What follows belongs to an exercise in optimizing a design on an open flow for small area, a short achievable clock period and few clock cycles; a production flow would make more cautious choices. Only simulation tests tie the RTL to the original design; equivalence was not proved. Power figures rest on the tool's default switching activity, not on a simulated workload.

## design/flow/config.mk

```make
export PLATFORM = sky130hd
export DESIGN_NAME = table_linear_interpolator_core
export DESIGN_NICKNAME = table_linear_interpolator_core
export VERILOG_FILES = /design/flow/design.v
export SDC_FILE = /design/flow/constraint.sdc
export NUM_CORES = 4
export LEC_CHECK = 0
export CAP_MARGIN = 20
export CORE_MARGIN = 2
export CORE_UTILIZATION = 65
export CTS_BUF_LIST = sky130_fd_sc_hd__clkbuf_16
export CTS_CLUSTER_DIAMETER = 115
export CTS_CLUSTER_SIZE = 26
export PLACE_DENSITY = 0.72
export SLEW_MARGIN = 20
```

## design/flow/run.sh

```bash
#!/bin/bash
# synth_recipe.tcl (not shown) runs the flow's synth.tcl, then flattens the netlist and writes it again
# the make line also repeats each setting of config.mk as NAME=value (left out here)
make -C /OpenROAD-flow-scripts/flow DESIGN_CONFIG=/design/flow/config.mk WORK_HOME=/design/flow/orfs CLKGATE_MAP_FILE= SYNTH_SCRIPT=/design/flow/synth_recipe.tcl finish
```

## design/flow/constraint.sdc

```tcl
create_clock -name core_clock -period 10.0 [get_ports {clk_i}]
set_input_delay 2.0000 -clock core_clock [delete_from_list [all_inputs] [get_ports {clk_i}]]
set_output_delay 2.0000 -clock core_clock [all_outputs]
set_load 0.01 [all_outputs]
```

## design/flow/design.v

```verilog
package tbli_pkg;
  localparam int unsigned POINTS    = 12;
  localparam int unsigned CNT_W     = (POINTS > 1) ? $clog2(POINTS) : 1;
  localparam int unsigned DATA_W    = 16;
  localparam int unsigned IDX_W     = 4;
  localparam int unsigned DIFF_W    = DATA_W + 1;
  localparam int unsigned PROD_W    = 2 * DIFF_W;
  localparam int unsigned MAG_W     = 2 * DATA_W;
  localparam int unsigned SUM_W     = MAG_W + 2;
  localparam int unsigned DIV_CNT_W = $clog2(MAG_W);
  typedef enum logic {
    FUNC_WRITE = 1'b0,
    FUNC_QUERY = 1'b1
  } func_e;
  typedef enum logic [1:0] {
    ST_EXACT  = 2'd0,
    ST_INTERP = 2'd1,
    ST_RANGE  = 2'd2,
    ST_BADSEG = 2'd3
  } status_e;
  typedef struct packed {
    logic signed [DATA_W-1:0] x;
    logic signed [DATA_W-1:0] y;
  } point_t;
endpackage
module tbli_cell (
  input  logic             clk_i,
  input  logic             ld_i,
  input  tbli_pkg::point_t ld_pt_i,
  output tbli_pkg::point_t pt_o
);
  typedef tbli_pkg::point_t point_t;
  point_t pt_q;
  always_ff @(posedge clk_i) begin
    if (ld_i) begin
      pt_q <= ld_pt_i;
    end
  end
  assign pt_o = pt_q;
endmodule
module tbli_div (
  input  logic [tbli_pkg::DATA_W-1:0] rem_i,    
  input  logic [tbli_pkg::DATA_W-1:0] sh_i,     
  input  logic [tbli_pkg::DATA_W-1:0] dvs_i,
  output logic [tbli_pkg::DATA_W-1:0] rem_o,
  output logic [tbli_pkg::DATA_W-1:0] sh_o
);
  localparam int unsigned DATA_W = tbli_pkg::DATA_W;
  logic [DATA_W:0] t;
  logic [DATA_W:0] d;
  logic            ge;
  assign t     = {rem_i, sh_i[DATA_W-1]};
  assign d     = t - {1'b0, dvs_i};
  assign ge    = !d[DATA_W];
  assign rem_o = ge ? d[DATA_W-1:0] : t[DATA_W-1:0];
  assign sh_o  = {sh_i[DATA_W-2:0], ge};
endmodule
module tbli_mul_csa (
  input  logic [15:0] a_i,
  input  logic [15:0] b_i,
  output logic [95:0] rows_o   
);
  logic [255:0] pp;
  logic fs0, fc0, fs1, fc1, fs2, fc2, fs3, fc3, fs4, fc4, fs5, fc5, fs6, fc6, fs7, fc7;
  logic fs8, fc8, fs9, fc9, fs10, fc10, fs11, fc11, fs12, fc12, fs13, fc13, fs14, fc14, fs15, fc15;
  logic fs16, fc16, fs17, fc17, fs18, fc18, fs19, fc19, fs20, fc20, fs21, fc21, fs22, fc22, fs23, fc23;
  logic fs24, fc24, fs25, fc25, fs26, fc26, fs27, fc27, fs28, fc28, fs29, fc29, fs30, fc30, fs31, fc31;
  logic fs32, fc32, fs33, fc33, fs34, fc34, fs35, fc35, fs36, fc36, fs37, fc37, fs38, fc38, fs39, fc39;
  logic fs40, fc40, fs41, fc41, fs42, fc42, fs43, fc43, fs44, fc44, fs45, fc45, fs46, fc46, fs47, fc47;
  logic fs48, fc48, fs49, fc49, fs50, fc50, fs51, fc51, fs52, fc52, fs53, fc53, fs54, fc54, fs55, fc55;
  logic fs56, fc56, fs57, fc57, fs58, fc58, fs59, fc59, fs60, fc60, fs61, fc61, fs62, fc62, fs63, fc63;
  logic fs64, fc64, fs65, fc65, fs66, fc66, fs67, fc67, fs68, fc68, fs69, fc69, fs70, fc70, fs71, fc71;
  logic fs72, fc72, fs73, fc73, fs74, fc74, fs75, fc75, fs76, fc76, fs77, fc77, fs78, fc78, fs79, fc79;
  logic fs80, fc80, fs81, fc81, fs82, fc82, fs83, fc83, fs84, fc84, fs85, fc85, fs86, fc86, fs87, fc87;
  logic fs88, fc88, fs89, fc89, fs90, fc90, fs91, fc91, fs92, fc92, fs93, fc93, fs94, fc94, fs95, fc95;
  logic fs96, fc96, fs97, fc97, fs98, fc98, fs99, fc99, fs100, fc100, fs101, fc101, fs102, fc102, fs103, fc103;
  logic fs104, fc104, fs105, fc105, fs106, fc106, fs107, fc107, fs108, fc108, fs109, fc109, fs110, fc110, fs111, fc111;
  logic fs112, fc112, fs113, fc113, fs114, fc114, fs115, fc115, fs116, fc116, fs117, fc117, fs118, fc118, fs119, fc119;
  logic fs120, fc120, fs121, fc121, fs122, fc122, fs123, fc123, fs124, fc124, fs125, fc125, fs126, fc126, fs127, fc127;
  logic fs128, fc128, fs129, fc129, fs130, fc130, fs131, fc131, fs132, fc132, fs133, fc133, fs134, fc134, fs135, fc135;
  logic fs136, fc136, fs137, fc137, fs138, fc138, fs139, fc139, fs140, fc140, fs141, fc141, fs142, fc142, fs143, fc143;
  logic fs144, fc144, fs145, fc145, fs146, fc146, fs147, fc147, fs148, fc148, fs149, fc149, fs150, fc150, fs151, fc151;
  logic fs152, fc152, fs153, fc153, fs154, fc154, fs155, fc155, fs156, fc156, fs157, fc157, fs158, fc158, fs159, fc159;
  logic fs160, fc160, fs161, fc161, fs162, fc162, fs163, fc163, fs164, fc164, fs165, fc165, fs166, fc166, fs167, fc167;
  logic hs0, hc0, hs1, hc1, hs2, hc2, hs3, hc3, hs4, hc4, hs5, hc5, hs6, hc6, hs7, hc7;
  logic hs8, hc8, hs9, hc9, hs10, hc10, hs11, hc11, hs12, hc12, hs13, hc13;
  for (genvar i = 0; i < 16; i++) begin : g_pp_i
    for (genvar j = 0; j < 16; j++) begin : g_pp_j
      assign pp[16*i+j] = b_i[i] & a_i[j];
    end
  end
  assign hs0 = pp[13] ^ pp[28];
  assign hc0 = pp[13] & pp[28];
  assign fs0 = pp[14] ^ pp[29] ^ pp[44];
  assign fc0 = (pp[14] & pp[29]) | (pp[14] & pp[44]) | (pp[29] & pp[44]);
  assign hs1 = pp[59] ^ pp[74];
  assign hc1 = pp[59] & pp[74];
  assign fs1 = pp[15] ^ pp[30] ^ pp[45];
  assign fc1 = (pp[15] & pp[30]) | (pp[15] & pp[45]) | (pp[30] & pp[45]);
  assign fs2 = pp[60] ^ pp[75] ^ pp[90];
  assign fc2 = (pp[60] & pp[75]) | (pp[60] & pp[90]) | (pp[75] & pp[90]);
  assign hs2 = pp[105] ^ pp[120];
  assign hc2 = pp[105] & pp[120];
  assign fs3 = pp[31] ^ pp[46] ^ pp[61];
  assign fc3 = (pp[31] & pp[46]) | (pp[31] & pp[61]) | (pp[46] & pp[61]);
  assign fs4 = pp[76] ^ pp[91] ^ pp[106];
  assign fc4 = (pp[76] & pp[91]) | (pp[76] & pp[106]) | (pp[91] & pp[106]);
  assign hs3 = pp[121] ^ pp[136];
  assign hc3 = pp[121] & pp[136];
  assign fs5 = pp[47] ^ pp[62] ^ pp[77];
  assign fc5 = (pp[47] & pp[62]) | (pp[47] & pp[77]) | (pp[62] & pp[77]);
  assign fs6 = pp[92] ^ pp[107] ^ pp[122];
  assign fc6 = (pp[92] & pp[107]) | (pp[92] & pp[122]) | (pp[107] & pp[122]);
  assign fs7 = pp[63] ^ pp[78] ^ pp[93];
  assign fc7 = (pp[63] & pp[78]) | (pp[63] & pp[93]) | (pp[78] & pp[93]);
  assign hs4 = pp[9] ^ pp[24];
  assign hc4 = pp[9] & pp[24];
  assign fs8 = pp[10] ^ pp[25] ^ pp[40];
  assign fc8 = (pp[10] & pp[25]) | (pp[10] & pp[40]) | (pp[25] & pp[40]);
  assign hs5 = pp[55] ^ pp[70];
  assign hc5 = pp[55] & pp[70];
  assign fs9 = pp[11] ^ pp[26] ^ pp[41];
  assign fc9 = (pp[11] & pp[26]) | (pp[11] & pp[41]) | (pp[26] & pp[41]);
  assign fs10 = pp[56] ^ pp[71] ^ pp[86];
  assign fc10 = (pp[56] & pp[71]) | (pp[56] & pp[86]) | (pp[71] & pp[86]);
  assign hs6 = pp[101] ^ pp[116];
  assign hc6 = pp[101] & pp[116];
  assign fs11 = pp[12] ^ pp[27] ^ pp[42];
  assign fc11 = (pp[12] & pp[27]) | (pp[12] & pp[42]) | (pp[27] & pp[42]);
  assign fs12 = pp[57] ^ pp[72] ^ pp[87];
  assign fc12 = (pp[57] & pp[72]) | (pp[57] & pp[87]) | (pp[72] & pp[87]);
  assign fs13 = pp[102] ^ pp[117] ^ pp[132];
  assign fc13 = (pp[102] & pp[117]) | (pp[102] & pp[132]) | (pp[117] & pp[132]);
  assign hs7 = pp[147] ^ pp[162];
  assign hc7 = pp[147] & pp[162];
  assign fs14 = hs0 ^ pp[43] ^ pp[58];
  assign fc14 = (hs0 & pp[43]) | (hs0 & pp[58]) | (pp[43] & pp[58]);
  assign fs15 = pp[73] ^ pp[88] ^ pp[103];
  assign fc15 = (pp[73] & pp[88]) | (pp[73] & pp[103]) | (pp[88] & pp[103]);
  assign fs16 = pp[118] ^ pp[133] ^ pp[148];
  assign fc16 = (pp[118] & pp[133]) | (pp[118] & pp[148]) | (pp[133] & pp[148]);
  assign fs17 = pp[163] ^ pp[178] ^ pp[193];
  assign fc17 = (pp[163] & pp[178]) | (pp[163] & pp[193]) | (pp[178] & pp[193]);
  assign fs18 = hc0 ^ fs0 ^ hs1;
  assign fc18 = (hc0 & fs0) | (hc0 & hs1) | (fs0 & hs1);
  assign fs19 = pp[89] ^ pp[104] ^ pp[119];
  assign fc19 = (pp[89] & pp[104]) | (pp[89] & pp[119]) | (pp[104] & pp[119]);
  assign fs20 = pp[134] ^ pp[149] ^ pp[164];
  assign fc20 = (pp[134] & pp[149]) | (pp[134] & pp[164]) | (pp[149] & pp[164]);
  assign fs21 = pp[179] ^ pp[194] ^ pp[209];
  assign fc21 = (pp[179] & pp[194]) | (pp[179] & pp[209]) | (pp[194] & pp[209]);
  assign fs22 = fc0 ^ hc1 ^ fs1;
  assign fc22 = (fc0 & hc1) | (fc0 & fs1) | (hc1 & fs1);
  assign fs23 = fs2 ^ hs2 ^ pp[135];
  assign fc23 = (fs2 & hs2) | (fs2 & pp[135]) | (hs2 & pp[135]);
  assign fs24 = pp[150] ^ pp[165] ^ pp[180];
  assign fc24 = (pp[150] & pp[165]) | (pp[150] & pp[180]) | (pp[165] & pp[180]);
  assign fs25 = pp[195] ^ pp[210] ^ pp[225];
  assign fc25 = (pp[195] & pp[210]) | (pp[195] & pp[225]) | (pp[210] & pp[225]);
  assign fs26 = fc1 ^ fc2 ^ hc2;
  assign fc26 = (fc1 & fc2) | (fc1 & hc2) | (fc2 & hc2);
  assign fs27 = fs3 ^ fs4 ^ hs3;
  assign fc27 = (fs3 & fs4) | (fs3 & hs3) | (fs4 & hs3);
  assign fs28 = pp[151] ^ pp[166] ^ pp[181];
  assign fc28 = (pp[151] & pp[166]) | (pp[151] & pp[181]) | (pp[166] & pp[181]);
  assign fs29 = pp[196] ^ pp[211] ^ pp[226];
  assign fc29 = (pp[196] & pp[211]) | (pp[196] & pp[226]) | (pp[211] & pp[226]);
  assign fs30 = fc3 ^ fc4 ^ hc3;
  assign fc30 = (fc3 & fc4) | (fc3 & hc3) | (fc4 & hc3);
  assign fs31 = fs5 ^ fs6 ^ pp[137];
  assign fc31 = (fs5 & fs6) | (fs5 & pp[137]) | (fs6 & pp[137]);
  assign fs32 = pp[152] ^ pp[167] ^ pp[182];
  assign fc32 = (pp[152] & pp[167]) | (pp[152] & pp[182]) | (pp[167] & pp[182]);
  assign fs33 = pp[197] ^ pp[212] ^ pp[227];
  assign fc33 = (pp[197] & pp[212]) | (pp[197] & pp[227]) | (pp[212] & pp[227]);
  assign fs34 = fc5 ^ fc6 ^ fs7;
  assign fc34 = (fc5 & fc6) | (fc5 & fs7) | (fc6 & fs7);
  assign fs35 = pp[108] ^ pp[123] ^ pp[138];
  assign fc35 = (pp[108] & pp[123]) | (pp[108] & pp[138]) | (pp[123] & pp[138]);
  assign fs36 = pp[153] ^ pp[168] ^ pp[183];
  assign fc36 = (pp[153] & pp[168]) | (pp[153] & pp[183]) | (pp[168] & pp[183]);
  assign fs37 = pp[198] ^ pp[213] ^ pp[228];
  assign fc37 = (pp[198] & pp[213]) | (pp[198] & pp[228]) | (pp[213] & pp[228]);
  assign fs38 = fc7 ^ pp[79] ^ pp[94];
  assign fc38 = (fc7 & pp[79]) | (fc7 & pp[94]) | (pp[79] & pp[94]);
  assign fs39 = pp[109] ^ pp[124] ^ pp[139];
  assign fc39 = (pp[109] & pp[124]) | (pp[109] & pp[139]) | (pp[124] & pp[139]);
  assign fs40 = pp[154] ^ pp[169] ^ pp[184];
  assign fc40 = (pp[154] & pp[169]) | (pp[154] & pp[184]) | (pp[169] & pp[184]);
  assign fs41 = pp[199] ^ pp[214] ^ pp[229];
  assign fc41 = (pp[199] & pp[214]) | (pp[199] & pp[229]) | (pp[214] & pp[229]);
  assign fs42 = pp[95] ^ pp[110] ^ pp[125];
  assign fc42 = (pp[95] & pp[110]) | (pp[95] & pp[125]) | (pp[110] & pp[125]);
  assign fs43 = pp[140] ^ pp[155] ^ pp[170];
  assign fc43 = (pp[140] & pp[155]) | (pp[140] & pp[170]) | (pp[155] & pp[170]);
  assign fs44 = pp[185] ^ pp[200] ^ pp[215];
  assign fc44 = (pp[185] & pp[200]) | (pp[185] & pp[215]) | (pp[200] & pp[215]);
  assign fs45 = pp[111] ^ pp[126] ^ pp[141];
  assign fc45 = (pp[111] & pp[126]) | (pp[111] & pp[141]) | (pp[126] & pp[141]);
  assign fs46 = pp[156] ^ pp[171] ^ pp[186];
  assign fc46 = (pp[156] & pp[171]) | (pp[156] & pp[186]) | (pp[171] & pp[186]);
  assign fs47 = pp[127] ^ pp[142] ^ pp[157];
  assign fc47 = (pp[127] & pp[142]) | (pp[127] & pp[157]) | (pp[142] & pp[157]);
  assign hs8 = pp[6] ^ pp[21];
  assign hc8 = pp[6] & pp[21];
  assign fs48 = pp[7] ^ pp[22] ^ pp[37];
  assign fc48 = (pp[7] & pp[22]) | (pp[7] & pp[37]) | (pp[22] & pp[37]);
  assign hs9 = pp[52] ^ pp[67];
  assign hc9 = pp[52] & pp[67];
  assign fs49 = pp[8] ^ pp[23] ^ pp[38];
  assign fc49 = (pp[8] & pp[23]) | (pp[8] & pp[38]) | (pp[23] & pp[38]);
  assign fs50 = pp[53] ^ pp[68] ^ pp[83];
  assign fc50 = (pp[53] & pp[68]) | (pp[53] & pp[83]) | (pp[68] & pp[83]);
  assign hs10 = pp[98] ^ pp[113];
  assign hc10 = pp[98] & pp[113];
  assign fs51 = hs4 ^ pp[39] ^ pp[54];
  assign fc51 = (hs4 & pp[39]) | (hs4 & pp[54]) | (pp[39] & pp[54]);
  assign fs52 = pp[69] ^ pp[84] ^ pp[99];
  assign fc52 = (pp[69] & pp[84]) | (pp[69] & pp[99]) | (pp[84] & pp[99]);
  assign fs53 = pp[114] ^ pp[129] ^ pp[144];
  assign fc53 = (pp[114] & pp[129]) | (pp[114] & pp[144]) | (pp[129] & pp[144]);
  assign fs54 = hc4 ^ fs8 ^ hs5;
  assign fc54 = (hc4 & fs8) | (hc4 & hs5) | (fs8 & hs5);
  assign fs55 = pp[85] ^ pp[100] ^ pp[115];
  assign fc55 = (pp[85] & pp[100]) | (pp[85] & pp[115]) | (pp[100] & pp[115]);
  assign fs56 = pp[130] ^ pp[145] ^ pp[160];
  assign fc56 = (pp[130] & pp[145]) | (pp[130] & pp[160]) | (pp[145] & pp[160]);
  assign fs57 = fc8 ^ hc5 ^ fs9;
  assign fc57 = (fc8 & hc5) | (fc8 & fs9) | (hc5 & fs9);
  assign fs58 = fs10 ^ hs6 ^ pp[131];
  assign fc58 = (fs10 & hs6) | (fs10 & pp[131]) | (hs6 & pp[131]);
  assign fs59 = pp[146] ^ pp[161] ^ pp[176];
  assign fc59 = (pp[146] & pp[161]) | (pp[146] & pp[176]) | (pp[161] & pp[176]);
  assign fs60 = fc9 ^ fc10 ^ hc6;
  assign fc60 = (fc9 & fc10) | (fc9 & hc6) | (fc10 & hc6);
  assign fs61 = fs11 ^ fs12 ^ fs13;
  assign fc61 = (fs11 & fs12) | (fs11 & fs13) | (fs12 & fs13);
  assign fs62 = hs7 ^ pp[177] ^ pp[192];
  assign fc62 = (hs7 & pp[177]) | (hs7 & pp[192]) | (pp[177] & pp[192]);
  assign fs63 = fc11 ^ fc12 ^ fc13;
  assign fc63 = (fc11 & fc12) | (fc11 & fc13) | (fc12 & fc13);
  assign fs64 = hc7 ^ fs14 ^ fs15;
  assign fc64 = (hc7 & fs14) | (hc7 & fs15) | (fs14 & fs15);
  assign fs65 = fs16 ^ fs17 ^ pp[208];
  assign fc65 = (fs16 & fs17) | (fs16 & pp[208]) | (fs17 & pp[208]);
  assign fs66 = fc14 ^ fc15 ^ fc16;
  assign fc66 = (fc14 & fc15) | (fc14 & fc16) | (fc15 & fc16);
  assign fs67 = fc17 ^ fs18 ^ fs19;
  assign fc67 = (fc17 & fs18) | (fc17 & fs19) | (fs18 & fs19);
  assign fs68 = fs20 ^ fs21 ^ pp[224];
  assign fc68 = (fs20 & fs21) | (fs20 & pp[224]) | (fs21 & pp[224]);
  assign fs69 = fc18 ^ fc19 ^ fc20;
  assign fc69 = (fc18 & fc19) | (fc18 & fc20) | (fc19 & fc20);
  assign fs70 = fc21 ^ fs22 ^ fs23;
  assign fc70 = (fc21 & fs22) | (fc21 & fs23) | (fs22 & fs23);
  assign fs71 = fs24 ^ fs25 ^ pp[240];
  assign fc71 = (fs24 & fs25) | (fs24 & pp[240]) | (fs25 & pp[240]);
  assign fs72 = fc22 ^ fc23 ^ fc24;
  assign fc72 = (fc22 & fc23) | (fc22 & fc24) | (fc23 & fc24);
  assign fs73 = fc25 ^ fs26 ^ fs27;
  assign fc73 = (fc25 & fs26) | (fc25 & fs27) | (fs26 & fs27);
  assign fs74 = fs28 ^ fs29 ^ pp[241];
  assign fc74 = (fs28 & fs29) | (fs28 & pp[241]) | (fs29 & pp[241]);
  assign fs75 = fc26 ^ fc27 ^ fc28;
  assign fc75 = (fc26 & fc27) | (fc26 & fc28) | (fc27 & fc28);
  assign fs76 = fc29 ^ fs30 ^ fs31;
  assign fc76 = (fc29 & fs30) | (fc29 & fs31) | (fs30 & fs31);
  assign fs77 = fs32 ^ fs33 ^ pp[242];
  assign fc77 = (fs32 & fs33) | (fs32 & pp[242]) | (fs33 & pp[242]);
  assign fs78 = fc30 ^ fc31 ^ fc32;
  assign fc78 = (fc30 & fc31) | (fc30 & fc32) | (fc31 & fc32);
  assign fs79 = fc33 ^ fs34 ^ fs35;
  assign fc79 = (fc33 & fs34) | (fc33 & fs35) | (fs34 & fs35);
  assign fs80 = fs36 ^ fs37 ^ pp[243];
  assign fc80 = (fs36 & fs37) | (fs36 & pp[243]) | (fs37 & pp[243]);
  assign fs81 = fc34 ^ fc35 ^ fc36;
  assign fc81 = (fc34 & fc35) | (fc34 & fc36) | (fc35 & fc36);
  assign fs82 = fc37 ^ fs38 ^ fs39;
  assign fc82 = (fc37 & fs38) | (fc37 & fs39) | (fs38 & fs39);
  assign fs83 = fs40 ^ fs41 ^ pp[244];
  assign fc83 = (fs40 & fs41) | (fs40 & pp[244]) | (fs41 & pp[244]);
  assign fs84 = fc38 ^ fc39 ^ fc40;
  assign fc84 = (fc38 & fc39) | (fc38 & fc40) | (fc39 & fc40);
  assign fs85 = fc41 ^ fs42 ^ fs43;
  assign fc85 = (fc41 & fs42) | (fc41 & fs43) | (fs42 & fs43);
  assign fs86 = fs44 ^ pp[230] ^ pp[245];
  assign fc86 = (fs44 & pp[230]) | (fs44 & pp[245]) | (pp[230] & pp[245]);
  assign fs87 = fc42 ^ fc43 ^ fc44;
  assign fc87 = (fc42 & fc43) | (fc42 & fc44) | (fc43 & fc44);
  assign fs88 = fs45 ^ fs46 ^ pp[201];
  assign fc88 = (fs45 & fs46) | (fs45 & pp[201]) | (fs46 & pp[201]);
  assign fs89 = pp[216] ^ pp[231] ^ pp[246];
  assign fc89 = (pp[216] & pp[231]) | (pp[216] & pp[246]) | (pp[231] & pp[246]);
  assign fs90 = fc45 ^ fc46 ^ fs47;
  assign fc90 = (fc45 & fc46) | (fc45 & fs47) | (fc46 & fs47);
  assign fs91 = pp[172] ^ pp[187] ^ pp[202];
  assign fc91 = (pp[172] & pp[187]) | (pp[172] & pp[202]) | (pp[187] & pp[202]);
  assign fs92 = pp[217] ^ pp[232] ^ pp[247];
  assign fc92 = (pp[217] & pp[232]) | (pp[217] & pp[247]) | (pp[232] & pp[247]);
  assign fs93 = fc47 ^ pp[143] ^ pp[158];
  assign fc93 = (fc47 & pp[143]) | (fc47 & pp[158]) | (pp[143] & pp[158]);
  assign fs94 = pp[173] ^ pp[188] ^ pp[203];
  assign fc94 = (pp[173] & pp[188]) | (pp[173] & pp[203]) | (pp[188] & pp[203]);
  assign fs95 = pp[218] ^ pp[233] ^ pp[248];
  assign fc95 = (pp[218] & pp[233]) | (pp[218] & pp[248]) | (pp[233] & pp[248]);
  assign fs96 = pp[159] ^ pp[174] ^ pp[189];
  assign fc96 = (pp[159] & pp[174]) | (pp[159] & pp[189]) | (pp[174] & pp[189]);
  assign fs97 = pp[204] ^ pp[219] ^ pp[234];
  assign fc97 = (pp[204] & pp[219]) | (pp[204] & pp[234]) | (pp[219] & pp[234]);
  assign fs98 = pp[175] ^ pp[190] ^ pp[205];
  assign fc98 = (pp[175] & pp[190]) | (pp[175] & pp[205]) | (pp[190] & pp[205]);
  assign hs11 = pp[4] ^ pp[19];
  assign hc11 = pp[4] & pp[19];
  assign fs99 = pp[5] ^ pp[20] ^ pp[35];
  assign fc99 = (pp[5] & pp[20]) | (pp[5] & pp[35]) | (pp[20] & pp[35]);
  assign hs12 = pp[50] ^ pp[65];
  assign hc12 = pp[50] & pp[65];
  assign fs100 = hs8 ^ pp[36] ^ pp[51];
  assign fc100 = (hs8 & pp[36]) | (hs8 & pp[51]) | (pp[36] & pp[51]);
  assign fs101 = pp[66] ^ pp[81] ^ pp[96];
  assign fc101 = (pp[66] & pp[81]) | (pp[66] & pp[96]) | (pp[81] & pp[96]);
  assign fs102 = hc8 ^ fs48 ^ hs9;
  assign fc102 = (hc8 & fs48) | (hc8 & hs9) | (fs48 & hs9);
  assign fs103 = pp[82] ^ pp[97] ^ pp[112];
  assign fc103 = (pp[82] & pp[97]) | (pp[82] & pp[112]) | (pp[97] & pp[112]);
  assign fs104 = fc48 ^ hc9 ^ fs49;
  assign fc104 = (fc48 & hc9) | (fc48 & fs49) | (hc9 & fs49);
  assign fs105 = fs50 ^ hs10 ^ pp[128];
  assign fc105 = (fs50 & hs10) | (fs50 & pp[128]) | (hs10 & pp[128]);
  assign fs106 = fc49 ^ fc50 ^ hc10;
  assign fc106 = (fc49 & fc50) | (fc49 & hc10) | (fc50 & hc10);
  assign fs107 = fs51 ^ fs52 ^ fs53;
  assign fc107 = (fs51 & fs52) | (fs51 & fs53) | (fs52 & fs53);
  assign fs108 = fc51 ^ fc52 ^ fc53;
  assign fc108 = (fc51 & fc52) | (fc51 & fc53) | (fc52 & fc53);
  assign fs109 = fs54 ^ fs55 ^ fs56;
  assign fc109 = (fs54 & fs55) | (fs54 & fs56) | (fs55 & fs56);
  assign fs110 = fc54 ^ fc55 ^ fc56;
  assign fc110 = (fc54 & fc55) | (fc54 & fc56) | (fc55 & fc56);
  assign fs111 = fs57 ^ fs58 ^ fs59;
  assign fc111 = (fs57 & fs58) | (fs57 & fs59) | (fs58 & fs59);
  assign fs112 = fc57 ^ fc58 ^ fc59;
  assign fc112 = (fc57 & fc58) | (fc57 & fc59) | (fc58 & fc59);
  assign fs113 = fs60 ^ fs61 ^ fs62;
  assign fc113 = (fs60 & fs61) | (fs60 & fs62) | (fs61 & fs62);
  assign fs114 = fc60 ^ fc61 ^ fc62;
  assign fc114 = (fc60 & fc61) | (fc60 & fc62) | (fc61 & fc62);
  assign fs115 = fs63 ^ fs64 ^ fs65;
  assign fc115 = (fs63 & fs64) | (fs63 & fs65) | (fs64 & fs65);
  assign fs116 = fc63 ^ fc64 ^ fc65;
  assign fc116 = (fc63 & fc64) | (fc63 & fc65) | (fc64 & fc65);
  assign fs117 = fs66 ^ fs67 ^ fs68;
  assign fc117 = (fs66 & fs67) | (fs66 & fs68) | (fs67 & fs68);
  assign fs118 = fc66 ^ fc67 ^ fc68;
  assign fc118 = (fc66 & fc67) | (fc66 & fc68) | (fc67 & fc68);
  assign fs119 = fs69 ^ fs70 ^ fs71;
  assign fc119 = (fs69 & fs70) | (fs69 & fs71) | (fs70 & fs71);
  assign fs120 = fc69 ^ fc70 ^ fc71;
  assign fc120 = (fc69 & fc70) | (fc69 & fc71) | (fc70 & fc71);
  assign fs121 = fs72 ^ fs73 ^ fs74;
  assign fc121 = (fs72 & fs73) | (fs72 & fs74) | (fs73 & fs74);
  assign fs122 = fc72 ^ fc73 ^ fc74;
  assign fc122 = (fc72 & fc73) | (fc72 & fc74) | (fc73 & fc74);
  assign fs123 = fs75 ^ fs76 ^ fs77;
  assign fc123 = (fs75 & fs76) | (fs75 & fs77) | (fs76 & fs77);
  assign fs124 = fc75 ^ fc76 ^ fc77;
  assign fc124 = (fc75 & fc76) | (fc75 & fc77) | (fc76 & fc77);
  assign fs125 = fs78 ^ fs79 ^ fs80;
  assign fc125 = (fs78 & fs79) | (fs78 & fs80) | (fs79 & fs80);
  assign fs126 = fc78 ^ fc79 ^ fc80;
  assign fc126 = (fc78 & fc79) | (fc78 & fc80) | (fc79 & fc80);
  assign fs127 = fs81 ^ fs82 ^ fs83;
  assign fc127 = (fs81 & fs82) | (fs81 & fs83) | (fs82 & fs83);
  assign fs128 = fc81 ^ fc82 ^ fc83;
  assign fc128 = (fc81 & fc82) | (fc81 & fc83) | (fc82 & fc83);
  assign fs129 = fs84 ^ fs85 ^ fs86;
  assign fc129 = (fs84 & fs85) | (fs84 & fs86) | (fs85 & fs86);
  assign fs130 = fc84 ^ fc85 ^ fc86;
  assign fc130 = (fc84 & fc85) | (fc84 & fc86) | (fc85 & fc86);
  assign fs131 = fs87 ^ fs88 ^ fs89;
  assign fc131 = (fs87 & fs88) | (fs87 & fs89) | (fs88 & fs89);
  assign fs132 = fc87 ^ fc88 ^ fc89;
  assign fc132 = (fc87 & fc88) | (fc87 & fc89) | (fc88 & fc89);
  assign fs133 = fs90 ^ fs91 ^ fs92;
  assign fc133 = (fs90 & fs91) | (fs90 & fs92) | (fs91 & fs92);
  assign fs134 = fc90 ^ fc91 ^ fc92;
  assign fc134 = (fc90 & fc91) | (fc90 & fc92) | (fc91 & fc92);
  assign fs135 = fs93 ^ fs94 ^ fs95;
  assign fc135 = (fs93 & fs94) | (fs93 & fs95) | (fs94 & fs95);
  assign fs136 = fc93 ^ fc94 ^ fc95;
  assign fc136 = (fc93 & fc94) | (fc93 & fc95) | (fc94 & fc95);
  assign fs137 = fs96 ^ fs97 ^ pp[249];
  assign fc137 = (fs96 & fs97) | (fs96 & pp[249]) | (fs97 & pp[249]);
  assign fs138 = fc96 ^ fc97 ^ fs98;
  assign fc138 = (fc96 & fc97) | (fc96 & fs98) | (fc97 & fs98);
  assign fs139 = pp[220] ^ pp[235] ^ pp[250];
  assign fc139 = (pp[220] & pp[235]) | (pp[220] & pp[250]) | (pp[235] & pp[250]);
  assign fs140 = fc98 ^ pp[191] ^ pp[206];
  assign fc140 = (fc98 & pp[191]) | (fc98 & pp[206]) | (pp[191] & pp[206]);
  assign fs141 = pp[221] ^ pp[236] ^ pp[251];
  assign fc141 = (pp[221] & pp[236]) | (pp[221] & pp[251]) | (pp[236] & pp[251]);
  assign fs142 = pp[207] ^ pp[222] ^ pp[237];
  assign fc142 = (pp[207] & pp[222]) | (pp[207] & pp[237]) | (pp[222] & pp[237]);
  assign hs13 = pp[3] ^ pp[18];
  assign hc13 = pp[3] & pp[18];
  assign fs143 = hs11 ^ pp[34] ^ pp[49];
  assign fc143 = (hs11 & pp[34]) | (hs11 & pp[49]) | (pp[34] & pp[49]);
  assign fs144 = hc11 ^ fs99 ^ hs12;
  assign fc144 = (hc11 & fs99) | (hc11 & hs12) | (fs99 & hs12);
  assign fs145 = fc99 ^ hc12 ^ fs100;
  assign fc145 = (fc99 & hc12) | (fc99 & fs100) | (hc12 & fs100);
  assign fs146 = fc100 ^ fc101 ^ fs102;
  assign fc146 = (fc100 & fc101) | (fc100 & fs102) | (fc101 & fs102);
  assign fs147 = fc102 ^ fc103 ^ fs104;
  assign fc147 = (fc102 & fc103) | (fc102 & fs104) | (fc103 & fs104);
  assign fs148 = fc104 ^ fc105 ^ fs106;
  assign fc148 = (fc104 & fc105) | (fc104 & fs106) | (fc105 & fs106);
  assign fs149 = fc106 ^ fc107 ^ fs108;
  assign fc149 = (fc106 & fc107) | (fc106 & fs108) | (fc107 & fs108);
  assign fs150 = fc108 ^ fc109 ^ fs110;
  assign fc150 = (fc108 & fc109) | (fc108 & fs110) | (fc109 & fs110);
  assign fs151 = fc110 ^ fc111 ^ fs112;
  assign fc151 = (fc110 & fc111) | (fc110 & fs112) | (fc111 & fs112);
  assign fs152 = fc112 ^ fc113 ^ fs114;
  assign fc152 = (fc112 & fc113) | (fc112 & fs114) | (fc113 & fs114);
  assign fs153 = fc114 ^ fc115 ^ fs116;
  assign fc153 = (fc114 & fc115) | (fc114 & fs116) | (fc115 & fs116);
  assign fs154 = fc116 ^ fc117 ^ fs118;
  assign fc154 = (fc116 & fc117) | (fc116 & fs118) | (fc117 & fs118);
  assign fs155 = fc118 ^ fc119 ^ fs120;
  assign fc155 = (fc118 & fc119) | (fc118 & fs120) | (fc119 & fs120);
  assign fs156 = fc120 ^ fc121 ^ fs122;
  assign fc156 = (fc120 & fc121) | (fc120 & fs122) | (fc121 & fs122);
  assign fs157 = fc122 ^ fc123 ^ fs124;
  assign fc157 = (fc122 & fc123) | (fc122 & fs124) | (fc123 & fs124);
  assign fs158 = fc124 ^ fc125 ^ fs126;
  assign fc158 = (fc124 & fc125) | (fc124 & fs126) | (fc125 & fs126);
  assign fs159 = fc126 ^ fc127 ^ fs128;
  assign fc159 = (fc126 & fc127) | (fc126 & fs128) | (fc127 & fs128);
  assign fs160 = fc128 ^ fc129 ^ fs130;
  assign fc160 = (fc128 & fc129) | (fc128 & fs130) | (fc129 & fs130);
  assign fs161 = fc130 ^ fc131 ^ fs132;
  assign fc161 = (fc130 & fc131) | (fc130 & fs132) | (fc131 & fs132);
  assign fs162 = fc132 ^ fc133 ^ fs134;
  assign fc162 = (fc132 & fc133) | (fc132 & fs134) | (fc133 & fs134);
  assign fs163 = fc134 ^ fc135 ^ fs136;
  assign fc163 = (fc134 & fc135) | (fc134 & fs136) | (fc135 & fs136);
  assign fs164 = fc136 ^ fc137 ^ fs138;
  assign fc164 = (fc136 & fc137) | (fc136 & fs138) | (fc137 & fs138);
  assign fs165 = fc138 ^ fc139 ^ fs140;
  assign fc165 = (fc138 & fc139) | (fc138 & fs140) | (fc139 & fs140);
  assign fs166 = fc140 ^ fc141 ^ fs142;
  assign fc166 = (fc140 & fc141) | (fc140 & fs142) | (fc141 & fs142);
  assign fs167 = fc142 ^ pp[223] ^ pp[238];
  assign fc167 = (fc142 & pp[223]) | (fc142 & pp[238]) | (pp[223] & pp[238]);
  assign rows_o[31:0] = {1'b0, pp[255], fc167, fc166, fc165, fc164, fc163, fc162, fc161, fc160, fc159, fc158, fc157, fc156, fc155, fc154, fc153, fc152, fc151, fc150, fc149, fc148, fc147, fc146, fc145, fc144, fc143, hc13, hs13, pp[2], pp[1], pp[0]};
  assign rows_o[63:32] = {1'b0, 1'b0, pp[239], fs167, fs166, fs165, fs164, fs163, fs162, fs161, fs160, fs159, fs158, fs157, fs156, fs155, fs154, fs153, fs152, fs151, fs150, fs149, fs148, fs147, fs146, fs145, fs144, fs143, pp[33], pp[17], pp[16], 1'b0};
  assign rows_o[95:64] = {1'b0, 1'b0, pp[254], pp[253], pp[252], fs141, fs139, fs137, fs135, fs133, fs131, fs129, fs127, fs125, fs123, fs121, fs119, fs117, fs115, fs113, fs111, fs109, fs107, fs105, fs103, fs101, pp[80], pp[64], pp[48], pp[32], 1'b0, 1'b0};
endmodule
module table_linear_interpolator_core (
  input  logic                                clk_i,
  input  logic                                rst_ni,
  input  logic                                start,
  output logic                                busy,
  input  logic                                func_i,
  input  logic [tbli_pkg::IDX_W-1:0]          point_index_i,
  input  logic signed [tbli_pkg::DATA_W-1:0]  point_x_i,
  input  logic signed [tbli_pkg::DATA_W-1:0]  point_y_i,
  input  logic signed [tbli_pkg::DATA_W-1:0]  query_x_i,
  output logic                                done_o,
  output logic signed [tbli_pkg::DATA_W-1:0]  result_y_o,
  output logic [1:0]                          status_o
);
  localparam int unsigned POINTS = tbli_pkg::POINTS;
  localparam int unsigned DATA_W = tbli_pkg::DATA_W;
  localparam int unsigned IDX_W  = tbli_pkg::IDX_W;
  localparam int unsigned DIFF_W = tbli_pkg::DIFF_W;
  localparam int unsigned MAG_W  = tbli_pkg::MAG_W;
  localparam int unsigned MROWS  = 3;                
  typedef tbli_pkg::point_t point_t;
  localparam logic [1:0] ST_EXACT  = 2'd0;
  localparam logic [1:0] ST_INTERP = 2'd1;
  localparam logic [1:0] ST_RANGE  = 2'd2;
  localparam logic [1:0] ST_BADSEG = 2'd3;
  assign busy = 1'b0;
  logic             wr_v_q;
  logic [IDX_W-1:0] wr_idx_q;
  point_t           wr_pt_q;
  always_ff @(posedge clk_i or negedge rst_ni) begin
    if (!rst_ni) wr_v_q <= 1'b0;
    else         wr_v_q <= start && (func_i == tbli_pkg::FUNC_WRITE);
  end
  always_ff @(posedge clk_i) begin
    wr_idx_q  <= point_index_i;
    wr_pt_q.x <= point_x_i;
    wr_pt_q.y <= point_y_i;
  end
  logic signed [DATA_W-1:0] tx [POINTS];
  logic signed [DATA_W-1:0] ty [POINTS];
  for (genvar k = 0; k < POINTS; k++) begin : g_cell
    logic   ld;
    point_t pt;
    assign ld = wr_v_q && (int'(wr_idx_q) == k);
    tbli_cell u_cell (
      .clk_i   (clk_i),
      .ld_i    (ld),
      .ld_pt_i (wr_pt_q),
      .pt_o    (pt)
    );
    assign tx[k] = pt.x;
    assign ty[k] = pt.y;
  end
  logic                     v1_q;
  logic signed [DATA_W-1:0] q1_q;
  always_ff @(posedge clk_i or negedge rst_ni) begin
    if (!rst_ni) v1_q <= 1'b0;
    else         v1_q <= start && (func_i == tbli_pkg::FUNC_QUERY);
  end
  always_ff @(posedge clk_i) q1_q <= query_x_i;
  logic [POINTS-1:0] c_eq, c_hit, c_first;
  logic [POINTS:0]   c_seen;
  always_comb begin
    for (int i = 0; i < POINTS; i++) begin
      c_eq[i]  = (tx[i] == q1_q);
      c_hit[i] = c_eq[i];
      if (i < POINTS - 1) c_hit[i] = c_hit[i] || (tx[i+1] > q1_q);
    end
    c_seen[0] = 1'b0;
    for (int i = 0; i < POINTS; i++) begin
      c_first[i]  = c_hit[i] && !c_seen[i];
      c_seen[i+1] = c_seen[i] || c_hit[i];
    end
  end
  logic                     v2_q;
  logic                     any2_q;
  logic signed [DATA_W-1:0] q2_q;
  logic [POINTS-1:0]        first2_q, eq2_q;
  always_ff @(posedge clk_i or negedge rst_ni) begin
    if (!rst_ni) v2_q <= 1'b0;
    else         v2_q <= v1_q;
  end
  always_ff @(posedge clk_i) begin
    any2_q   <= c_seen[POINTS];
    q2_q     <= q1_q;
    first2_q <= c_first;
    eq2_q    <= c_eq;
  end
  logic signed [DATA_W-1:0] s_x0, s_y0, s_x1, s_y1;
  logic [1:0]               s_st;
  always_comb begin
    s_x0 = '0; s_y0 = '0; s_x1 = '0; s_y1 = '0;
    for (int i = 0; i < POINTS; i++) begin
      s_x0 |= {DATA_W{first2_q[i]}} & tx[i];
      s_y0 |= {DATA_W{first2_q[i]}} & ty[i];
      if (i < POINTS - 1) begin
        s_x1 |= {DATA_W{first2_q[i]}} & tx[i+1];
        s_y1 |= {DATA_W{first2_q[i]}} & ty[i+1];
      end
    end
    s_st = !any2_q ? ST_RANGE : (|(first2_q & eq2_q)) ? ST_EXACT : ST_INTERP;
  end
  logic                     v3_q;
  logic [1:0]               st3_q;
  logic signed [DATA_W-1:0] q3_q, x0_3_q, y0_3_q, x1_3_q, y1_3_q;
  always_ff @(posedge clk_i or negedge rst_ni) begin
    if (!rst_ni) v3_q <= 1'b0;
    else         v3_q <= v2_q;
  end
  always_ff @(posedge clk_i) begin
    st3_q  <= s_st;
    q3_q   <= q2_q;
    x0_3_q <= s_x0;
    y0_3_q <= s_y0;
    x1_3_q <= s_x1;
    y1_3_q <= s_y1;
  end
  logic signed [DIFF_W-1:0] c_dx, c_dy, c_dqx, c_ndx, c_ndy, c_ndqx;
  assign c_dx   = DIFF_W'(x1_3_q) - DIFF_W'(x0_3_q);
  assign c_dy   = DIFF_W'(y1_3_q) - DIFF_W'(y0_3_q);
  assign c_dqx  = DIFF_W'(q3_q)   - DIFF_W'(x0_3_q);
  assign c_ndx  = DIFF_W'(x0_3_q) - DIFF_W'(x1_3_q);
  assign c_ndy  = DIFF_W'(y0_3_q) - DIFF_W'(y1_3_q);
  assign c_ndqx = DIFF_W'(x0_3_q) - DIFF_W'(q3_q);
  logic                     v5_q;
  logic [1:0]               st5_q;
  logic signed [DATA_W-1:0] y0_5_q;
  logic                     neg5_q;
  logic [DATA_W-1:0]        dx5_q, dy5_q, dqx5_q;
  always_ff @(posedge clk_i or negedge rst_ni) begin
    if (!rst_ni) v5_q <= 1'b0;
    else         v5_q <= v3_q;
  end
  always_ff @(posedge clk_i) begin
    st5_q  <= (st3_q == ST_INTERP && x1_3_q == x0_3_q) ? ST_BADSEG : st3_q;
    y0_5_q <= y0_3_q;
    neg5_q <= c_dx[DIFF_W-1] ^ c_dy[DIFF_W-1] ^ c_dqx[DIFF_W-1];
    dx5_q  <= c_dx[DIFF_W-1]  ? c_ndx[DATA_W-1:0]  : c_dx[DATA_W-1:0];
    dy5_q  <= c_dy[DIFF_W-1]  ? c_ndy[DATA_W-1:0]  : c_dy[DATA_W-1:0];
    dqx5_q <= c_dqx[DIFF_W-1] ? c_ndqx[DATA_W-1:0] : c_dqx[DATA_W-1:0];
  end
  logic [MROWS*MAG_W-1:0] c_rows;
  tbli_mul_csa u_mul (
    .a_i   (dy5_q),
    .b_i   (dqx5_q),
    .rows_o (c_rows)
  );
  logic                     v6_q;
  logic [1:0]               st6_q;
  logic signed [DATA_W-1:0] y0_6_q;
  logic                     neg6_q;
  logic [DATA_W-1:0]        dx6_q;
  logic [MROWS*MAG_W-1:0]   rows6_q;
  always_ff @(posedge clk_i or negedge rst_ni) begin
    if (!rst_ni) v6_q <= 1'b0;
    else         v6_q <= v5_q;
  end
  always_ff @(posedge clk_i) begin
    st6_q   <= st5_q;
    y0_6_q  <= y0_5_q;
    neg6_q  <= neg5_q;
    dx6_q   <= dx5_q;
    rows6_q <= c_rows;
  end
  logic [MAG_W-1:0] c_prod;
  always_comb begin
    c_prod = '0;
    for (int r = 0; r < MROWS; r++) c_prod += rows6_q[r*MAG_W +: MAG_W];
  end
  logic                     v7_q;
  logic [1:0]               st7_q;
  logic signed [DATA_W-1:0] y0_7_q;
  logic                     neg7_q;
  logic [DATA_W-1:0]        dx7_q;
  logic [MAG_W-1:0]         n7_q;
  always_ff @(posedge clk_i or negedge rst_ni) begin
    if (!rst_ni) v7_q <= 1'b0;
    else         v7_q <= v6_q;
  end
  always_ff @(posedge clk_i) begin
    st7_q  <= st6_q;
    y0_7_q <= y0_6_q;
    neg7_q <= neg6_q;
    dx7_q  <= dx6_q;
    n7_q   <= c_prod;
  end
  localparam int unsigned PW = 2 + 1 + 1 + 4 * DATA_W;   
  logic          r_v  [DATA_W+1];
  logic [PW-1:0] r_pl [DATA_W+1];
  assign r_v[0]  = v7_q;
  assign r_pl[0] = {st7_q, neg7_q, 1'b0, y0_7_q, dx7_q, n7_q};
  for (genvar r = 0; r < DATA_W; r++) begin : g_row
    logic [DATA_W-1:0] rem_n, sh_n;
    logic [PW-1:0]     pl_n;
    tbli_div u_row (
      .rem_i (r_pl[r][2*DATA_W-1:DATA_W]),
      .sh_i  (r_pl[r][DATA_W-1:0]),
      .dvs_i (r_pl[r][3*DATA_W-1:2*DATA_W]),
      .rem_o (rem_n),
      .sh_o  (sh_n)
    );
    if (r == 0) begin : g_ovf
      assign pl_n = {r_pl[r][PW-1:PW-3],
                     r_pl[r][2*DATA_W-1:DATA_W] >= r_pl[r][3*DATA_W-1:2*DATA_W],
                     r_pl[r][PW-5:2*DATA_W], rem_n, sh_n};
    end else begin : g_pass
      assign pl_n = {r_pl[r][PW-1:2*DATA_W], rem_n, sh_n};
    end
    logic          v_q;
    logic [PW-1:0] pl_q;
    always_ff @(posedge clk_i or negedge rst_ni) begin
      if (!rst_ni) v_q <= 1'b0;
      else         v_q <= r_v[r];
    end
    always_ff @(posedge clk_i) pl_q <= pl_n;
    assign r_v[r+1]  = v_q;
    assign r_pl[r+1] = pl_q;
  end
  logic                     vq_q;
  logic [1:0]               stq_q;
  logic signed [DATA_W-1:0] y0q_q;
  logic                     negq_q, ovfq_q;
  logic [DATA_W-1:0]        quot_q;
  assign vq_q = r_v[DATA_W];
  assign {stq_q, negq_q, ovfq_q, y0q_q} = r_pl[DATA_W][PW-1:3*DATA_W];
  assign quot_q = r_pl[DATA_W][DATA_W-1:0];
  localparam int unsigned VW = DATA_W + 2;
  logic signed [VW-1:0] c_val;
  always_comb begin
    unique case (stq_q)
      ST_EXACT:  c_val = VW'(y0q_q);
      ST_INTERP: begin
        if (ovfq_q)      c_val = negq_q ? 18'sh30000 : 18'sh0FFFF;
        else if (negq_q) c_val = VW'(y0q_q) - VW'(quot_q);
        else             c_val = VW'(y0q_q) + VW'(quot_q);
      end
      default:   c_val = '0;
    endcase
  end
  logic                 vs_q;
  logic [1:0]           sts_q;
  logic signed [VW-1:0] val_q;
  always_ff @(posedge clk_i or negedge rst_ni) begin
    if (!rst_ni) vs_q <= 1'b0;
    else         vs_q <= vq_q;
  end
  always_ff @(posedge clk_i) begin
    sts_q <= stq_q;
    val_q <= c_val;
  end
  logic signed [DATA_W-1:0] c_res;
  always_comb begin
    if (val_q[VW-1:DATA_W-1] == 3'b000 || val_q[VW-1:DATA_W-1] == 3'b111)
      c_res = val_q[DATA_W-1:0];
    else
      c_res = val_q[VW-1] ? 16'sh8000 : 16'sh7FFF;
  end
  logic                     done_q;
  logic signed [DATA_W-1:0] res_q;
  logic [1:0]               stat_q;
  always_ff @(posedge clk_i or negedge rst_ni) begin
    if (!rst_ni) done_q <= 1'b0;
    else         done_q <= vs_q;
  end
  always_ff @(posedge clk_i) begin
    res_q  <= c_res;
    stat_q <= sts_q;
  end
  assign done_o     = done_q;
  assign result_y_o = res_q;
  assign status_o   = stat_q;
endmodule
```

==> results of run 1 <==
## cell families after synthesis
kind of cell	after synthesis	share of synthesized area (%)
buffers and inverters	740	3.547
multiplexers	250	3.482
other	1	0.004751
flip-flops	1935	54.10
adder cells (fa/ha/maj)	821	15.10
AO/OA/AOI/OAI	1369	12.22
XOR/XNOR	312	3.471
AND/OR/NAND/NOR	1259	8.076
## worst max path at each step
stage | start | endpoint | slack [ns] | cells past startpoint
floorplan | wr_v_q | g_cell[0].u_cell.pt_q[0] | 6.50 | 2
global placement | q1_q[1] | any2_q | 6.17 | 12
detailed placement | q1_q[1] | any2_q | 6.16 | 12
CTS | q1_q[1] | any2_q | 6.15 | 12
global route | q1_q[5] | first2_q[9] | 5.76 | 12
finish | q1_q[1] | first2_q[11] | 6.05 | 12
## flip-flops by register name, indices dropped and copies added (netlist names), 16 cells and up
signal	flops
dqx5_q	16
dx5_q	16
dx6_q	16
dx7_q	16
dy5_q	16
g_cell.u_cell.pt_q	384
g_row.pl_q	1056
g_row.v_q	16
n7_q	32
q1_q	16
q2_q	16
q3_q	16
res_q	16
rows6_q	88
val_q	18
wr_pt_q	32
x0_3_q	16
x1_3_q	16
y0_3_q	16
y0_5_q	16
y0_6_q	16
y0_7_q	16
y1_3_q	16
## power groups by stage
stage | registers (mW) | clock network (mW) | logic, mW
floorplan | 11.5 | 0 | 13.5
global placement | 12.5 | 0 | 16.5
detailed placement | 12.5 | 0 | 17.0
CTS | 12.3 | 3.96 | 17.1
global route | 12.6 | 4.23 | 19.3
finish | 12.3 | 3.86 | 17.1
## cell usage in the layout, fill, tap and decap left out, types with 195 or more instances in the layout
cell type  Yosys  final
dfxtp_1     1526   1515
fa_1         219    219
a21oi_1      300    300
and2_1       195    195
inv_1        567    591
nand2_1      263    263
edfxtp_1     384    384
nor2_1       260    251
xnor2_1      215    215
ha_1         602    602
## per-stage QoR
stage	hold slack, ns	total power, mW	util, %
after floorplan	0.3096	25.01	-
after global placement	0.3096	28.96	67.78
after detailed placement	0.3121	29.49	67.78
after CTS	0.3095	33.43	69.71
after global routing	0.3283	36.13	69.71
final	0.3133	33.24	69.71
## layout make-up
| cell class | count | area share, % |
|---|---|---|
| clock buffer | 84 | 2.510 |
| sequential | 1935 | 51.04 |
| multi-input combinational | 4012 | 40.06 |
| tap | 1612 | 2.408 |
| inverter | 567 | 2.541 |
| antenna | 1 | 0.002988 |
| clock inverter | 32 | 0.2630 |
| timing repair buffer | 107 | 1.174 |
## routing by layer
layer  share of wire [%]  GRT usage (%)
met1                  41          37.40
met2                  48          49.12
met3                 6.1          4.036
met4                 4.3          11.09
met5               0.015              0
==> run_results.csv, run 1 <==
group,metric,value,unit
synthesis,synth_warnings,10,
setup_path,r2r-end,"first2_q[11]",
sta,finalCritPeriodShare,39.51,%
sta,fin_skew,0.02721,ns
synthesis,synth.top_cell.area_share,38.70,%
detailed_routing,viasPerCell,5.924,
setup_path,cp_slowest_cell,"a2111oi_0",
power,p_switching,12.90,mW
global_routing,grt_pass1_vias,49790,
power,p_int,20.34,mW
place,place_area,81430,sq um
synthesis,synth_most_common_cell,"dfxtp_1",
cells_and_area,syn2layout_area_growth,6.093,%
synthesis,postSynthCellCount,6687,
setup_path,cp_max_fo,11,
setup_path,cp_num_buf_inv,1,
synthesis,yosysUniqueCellTypes,76,
setup_path,crit_chain,"inv_1 -> ha_1 -> nor2b_1 -> o21a_1 -> o21ai_0 -> a2111oi_0 -> a2111oi_0 -> o21ai_0 -> nor4_1 -> nand3_1 -> or3_1 -> nor4b_1",
place,pre_cts_ws,6.159,ns
sta,slew_violations,0,
synthesis,synthTopCellsByCount,"dfxtp_1, ha_1, inv_1",
die,start_util,65.71,%
global_routing,grt_overflow,0,
place,routabilityCongestion,0.9592,
synthesis,synthFlopType,"dfxtp_1",
setup_path,rrSetupSlack,6.05,ns
power,ir_drop,0.0003376,V
sta,layout_min_cycle_time,3.951,ns
power,pwr-share-seq,37.0,%
die,dieArea,124200,sq um
synthesis,syn_avg_cell_area,11.80,sq um
setup_path,cp.arrival,4.57,ns
sta,worstMarginPinSlew,1.115,ns
die,num_rows,127,
min_path,hold_start,"dx6_q[6]",
detailed_routing,wire_per_inst,21.48,microns
clock_network,clock-sinks,1935,
power,power_leakage,35.92,nW
clock_network,ctsRootBufferMaster,"clkbuf_16",
die,chipHeight,352.5,microns
synthesis,ys_seq_area_share,54.10,%
sta,setup_viol,0,
sta,hold_viol_final,0,
setup_path,required,10.62,ns
cells_and_area,nFillCells,8750,
synthesis,ys_ff_latch,1935,
sta,fin_ws,6.049,ns
detailed_routing,drt_iter0_drc,4125,
clock_network,post-cts-setup-buffers,0,
setup_path,criticalPathCategory,"reg -> reg",
power,power_frac_comb,51.3,%
cells_and_area,multiInputGateArea,33550,sq um
synthesis,synth-edff-count,384,
detailed_routing,wl,179400,microns
clock_network,ctsLongestPathBuffers,3,
clock_network,htreeDepth,3,
min_path,worstHoldPathType,"reg -> reg",
synthesis,async_flop_share,1.292,%
clock_network,cts_hold_repair.buffers,0,
setup_path,r2r-start,"q1_q[1]",
global_routing,grt_pass1_wl,281200,microns
global_routing,globalRouteTotalUtil,28.84,%
status,status,"timing/DRC/antenna clean",
cells_and_area,drive_gt1_share,5.611,%
setup_path,critPathMaxStageDelay,0.52,ns
detailed_routing,ant_nets,0,
min_path,hold_end,"dx7_q[6]",
setup_path,ff2ff_path_depth,12,
cells_and_area,fin_area,83750,sq um
die,die_w,352.5,microns
job,drv_cap,0,
setup_path,cp_top_family,"simple AND/OR/NAND/NOR gates",
place,dpl.cell_count,8233,
die,ios,76,
detailed_routing,vias,49470,
clock_network,clk_latency,0.71,ns
power,power.density,396.9,nW/um^2
die,core-area,120100,sq um
clock_network,cts.repair.resized,0,
global_routing,antenna_found_initial,4,
clock_network,clkTransAtPathRegs,0.11,ns
sta,tns,0,ns
sta,relSlewSlack,25.66,%
setup_path,end_kind,"flop",
detailed_routing,firstDrtPassIters,8,
clock_network,cts_tree,"done",
sta,max_freq,253.1,MHz
detailed_routing,drc,0,
synthesis,synth_nets,7564,
synthesis,netlist_area,78940,sq um
power,switching_share,38.82,%
cells_and_area,nets,7584,
min_path,hold_depth,0,
clock_network,numCtsBuffers,84,
power,pwr-share-clk,11.6,%
cells_and_area,regArea,42740,sq um
synthesis,yosys.area.top_type,"dfxtp_1",
setup_path,critPathLaunchType,"flop",
global_routing,grt_max_degree,66,
sta,rsz0062_at_grt,"false",
synthesis,synth.area.top_cells,"dfxtp_1, edfxtp_1, ha_1",
place,port_buffers,74,
cells_and_area,final_cell_count_no_fill,8350,
place,dp_hpwl,127800,microns
Testbench counts, summed over its fixed seeds: cycles 1,911.
==> run 2: changes to the inputs <==
==> design/flow/flow/run.sh (new file) <==
#!/bin/bash
# The standard layout, with the port buffers made of buf_4 cells instead of the
# cell buffer_ports picks by default (a slow delay buffer). Every port still gets
# its buffer. The whole make run's output goes to standard.log here.
set -euo pipefail
export BUFFER_PORTS_ARGS="-buffer_cell sky130_fd_sc_hd__buf_4"
bash standard.sh > standard.log 2>&1
==> design/flow/standard.sh (new file) <==
#!/bin/bash
# synth_recipe.tcl (not shown) runs the flow's synth.tcl, then flattens the netlist and writes it again
# the make line also repeats each setting of config.mk as NAME=value (left out here)
make -C /OpenROAD-flow-scripts/flow DESIGN_CONFIG=/design/flow/config.mk WORK_HOME=/design/flow/orfs CLKGATE_MAP_FILE= SYNTH_SCRIPT=/design/flow/synth_recipe.tcl "${@:-finish}"
==> design/flow/config.mk (replaced) <==
export PLATFORM = sky130hd
export DESIGN_NAME = table_linear_interpolator_core
export DESIGN_NICKNAME = table_linear_interpolator_core
export VERILOG_FILES = /design/flow/design.v
export SDC_FILE = /design/flow/constraint.sdc
export NUM_CORES = 4
export LEC_CHECK = 0
export CAP_MARGIN = 40
export CORE_MARGIN = 2
export CORE_UTILIZATION = 55
export CTS_BUF_LIST = sky130_fd_sc_hd__clkbuf_16
export CTS_CLUSTER_DIAMETER = 110
export CTS_CLUSTER_SIZE = 22
export PLACE_DENSITY = 0.65
export SLEW_MARGIN = 70
removed: design/flow/run.sh
==> run 2 against run 1 <==
  * Still clean
  * Fmax rose by 0.79%
  * Design area increased by 2.8%
  * Core utilization decreased by 9.5 points
  * Flip-flop and latch count unchanged
  * Die area grew 18%
  * Wire length is 2.4% higher
  * Clock skew up 0.017 ns
  * Non-clock buffer count increased by 55
  * Total power is 2.5% higher
  * Critical path type unchanged
  * Critical endpoint unchanged
  * Highest routed layer unchanged
==> run_results.csv, run 2 <==
group,metric,value,unit
global_routing,globalRouteTotalUtil,24.99,%
status,status,"timing/DRC/antenna clean",
die,die_w,382.8,microns
detailed_routing,firstDrtPassIters,7,
cells_and_area,fin_util,60.23,%
synthesis,synth.top_cell.area_share,38.70,%
min_path,hold_end,"g_row[13].pl_q[52]",
setup_path,cp.arrival,4.59,ns
setup_path,crit_chain,"clkinv_1 -> ha_1 -> a21o_1 -> a21o_1 -> a21oi_1 -> o21ai_0 -> a2111oi_2 -> o21ai_0 -> nor4_2 -> nand3_1 -> or3_1 -> nor4b_1",
synthesis,synth_most_common_cell,"dfxtp_1",
detailed_routing,vias,49290,
place,place_area,83220,sq um
die,start_util,55.22,%
synthesis,synth_nets,7564,
sta,hold_viol_final,0,
clock_network,clock-sinks,1935,
sta,rsz0062_at_grt,"false",
setup_path,r2r-end,"first2_q[11]",
synthesis,ys_seq_area_share,54.10,%
detailed_routing,wl,183700,microns
die,chipHeight,382.8,microns
global_routing,grt_overflow,0,
sta,tns,0,ns
place,dpl.cell_count,8575,
cells_and_area,largest_registers,"g_row.pl_q x1056, g_cell.u_cell.pt_q x384, rows6_q x88",
global_routing,grt_max_degree,33,
global_routing,grt_pass1_vias,49790,
setup_path,rrSetupSlack,6.08,ns
cells_and_area,final_common_cell,"dfxtp_1",
detailed_routing,wire_per_inst,21.09,microns
synthesis,synthTopCellsByCount,"dfxtp_1, ha_1, inv_1",
clock_network,numCtsBuffers,98,
clock_network,cts_hold_repair.buffers,0,
synthesis,synth-edff-count,384,
place,port_buffers,74,
cells_and_area,nets,7653,
cells_and_area,layout_common_cells,"dfxtp_1, ha_1, inv_1",
synthesis,synth.area.top_cells,"dfxtp_1, edfxtp_1, ha_1",
place,routabilityCongestion,0.9779,
cells_and_area,fin_area,86110,sq um
synthesis,synthFlopType,"dfxtp_1",
synthesis,netlist_area,78940,sq um
clock_network,htreeDepth,3,
setup_path,r2r-start,"q1_q[4]",
detailed_routing,viasPerCell,5.658,
clock_network,clkTransAtPathRegs,0.10,ns
power,power.density,395.6,nW/um^2
sta,max_freq,255.1,MHz
sta,layout_min_cycle_time,3.920,ns
synthesis,synth_warnings,10,
clock_network,post-cts-setup-buffers,0,
synthesis,async_flop_share,1.292,%
detailed_routing,drc,0,
detailed_routing,ant_nets,0,
clock_network,ctsLongestPathBuffers,3,
synthesis,yosys.area.top_type,"dfxtp_1",
setup_path,critPathMaxStageDelay,0.47,ns
setup_path,criticalPathCategory,"reg -> reg",
global_routing,grt_pass1_wl,284800,microns
cells_and_area,largest_reg_flops,1056,
sta,setup_viol,0,
cells_and_area,n_antenna_cell,0,
job,drv_cap,0,
sta,worstMarginPinSlew,0.5122,ns
sta,fin_skew,0.04446,ns
die,num_rows,139,
synthesis,syn_avg_cell_area,11.80,sq um
die,core-area,143000,sq um
sta,relSlewSlack,65.64,%
setup_path,cp_max_fo,11,
min_path,hold_start,"g_row[12].pl_q[52]",
sta,slew_violations,0,
min_path,worstHoldPathType,"reg -> reg",
sta,finalCritPeriodShare,39.20,%
place,dp_hpwl,136900,microns
synthesis,ys_ff_latch,1935,
min_path,hold_depth,0,
power,power_leakage,36.80,nW
die,ios,76,
setup_path,critPathLaunchType,"flop",
detailed_routing,drt_iter0_drc,3833,
synthesis,postSynthCellCount,6687,
cells_and_area,top_register,"g_row.pl_q",
clock_network,cts.repair.resized,0,
global_routing,antenna_found_initial,10,
setup_path,required,10.67,ns
cells_and_area,drive_gt1_share,9.180,%
cells_and_area,syn2layout_area_growth,9.090,%
synthesis,yosysUniqueCellTypes,76,
power,ir_drop,0.0002582,V
cells_and_area,final_cell_count_no_fill,8711,
clock_network,ctsRootBufferMaster,"clkbuf_16",
die,dieArea,146600,sq um
setup_path,ff2ff_path_depth,12,
clock_network,cts_tree,"done",
setup_path,cp_slowest_cell,"or3_1",
setup_path,end_kind,"flop",
clock_network,clk_latency,0.78,ns
power,power,34.06,mW
-- run 2: metrics by stage --
step / setup slack (ns) / hold WS [ns]
after floorplan: 6.500 / 0.3096
after global placement: 5.988 / 0.3103
after detailed placement: 6.129 / 0.3121
after CTS: 6.088 / 0.3118
after global routing: 5.863 / 0.3212
final: 6.080 / 0.3167
-- run 2: metal layers --
metal | GRT usage [%] | routed length, microns | share of wire, %
met5 | 0 | 24 | 0.013
met1 | 30.89 | 76130 | 41
met3 | 3.602 | 9830 | 5.4
met4 | 11.61 | 9565 | 5.2
met2 | 43.11 | 88170 | 48
-- run 2: final cells by class --
| cell class | instances | area [sq um] |
|---|---|---|
| inverter | 567 | 2128 |
| clock inverter | 34 | 265.3 |
| fill | 11540 | 56850 |
| multi-input combinational | 4012 | 34010 |
| timing repair buffer | 162 | 2047 |
| clock buffer | 98 | 2452 |
| tap | 1903 | 2381 |
| sequential | 1935 | 42830 |
-- run 2: power by group --
group / switching (mW) / internal, mW
clock network: 2.41 / 1.81
registers: 1.74 / 10.6
logic: 9.04 / 8.43
-- run 2: worst max-delay path by stage --
stage                                   from                       end  slack, ns
after floorplan                       wr_v_q  g_cell[0].u_cell.pt_q[0]       6.50
after global placement     g_row[0].pl_q[34]         g_row[1].pl_q[20]       5.99
after detailed placement  g_row[12].pl_q[15]        g_row[13].pl_q[20]       6.13
after CTS                 g_row[12].pl_q[15]        g_row[13].pl_q[22]       6.09
after global routing      g_row[12].pl_q[15]        g_row[13].pl_q[21]       5.86
final                                q1_q[4]              first2_q[11]       6.08
-- run 2: cell families after synthesis --
| kind of cell | share of synthesized area, % |
|---|---|
| AO/OA/AOI/OAI | 12.22 |
| AND/OR/NAND/NOR | 8.076 |
| adder cells (fa/ha/maj) | 15.10 |
| XOR/XNOR | 3.471 |
| multiplexers | 3.482 |
| other | 0.004751 |
| flip-flops | 54.10 |
| buffers and inverters | 3.547 |
-- run 2: worst max-delay path, delay by kind of cell, from the launching register on --
family                   cells  cell delay (ns)
buffers and inverters        1             0.38
flip-flops                   1             0.44
AO/OA/AOI/OAI                6             1.43
AND/OR/NAND/NOR              4             1.23
adder cells (fa/ha/maj)      1             0.35

==> separate check: timing with driven ports <==
In the flow no input, the clock included, has a driving cell. The finished layouts below were timed again as built, in two steps.
Step 1: set_driving_cell puts a clkbuf_16 on clk_i and a buf_2 on each other input, an assumption about the parent block.
Step 2 adds t to the input delays and takes it off the output delays; t is the mean of the earliest and latest rising clock arrival at the registers after step 1. Input paths then give back, and output paths get back, about the clock's delay inside the block.
a / b / c = ideal / step 1 / step 2; a / b = the first two.
| run | t, ns | slack for setup (ns) | pins driven straight from the clock port |
|---|---|---|---|
| run 1 | 0.782 | 6.049 / 6.049 / 6.049 | 1 |
| run 2 | 0.823 | 6.080 / 6.080 / 6.080 | 1 |
After both steps every run listed still meets setup and hold.
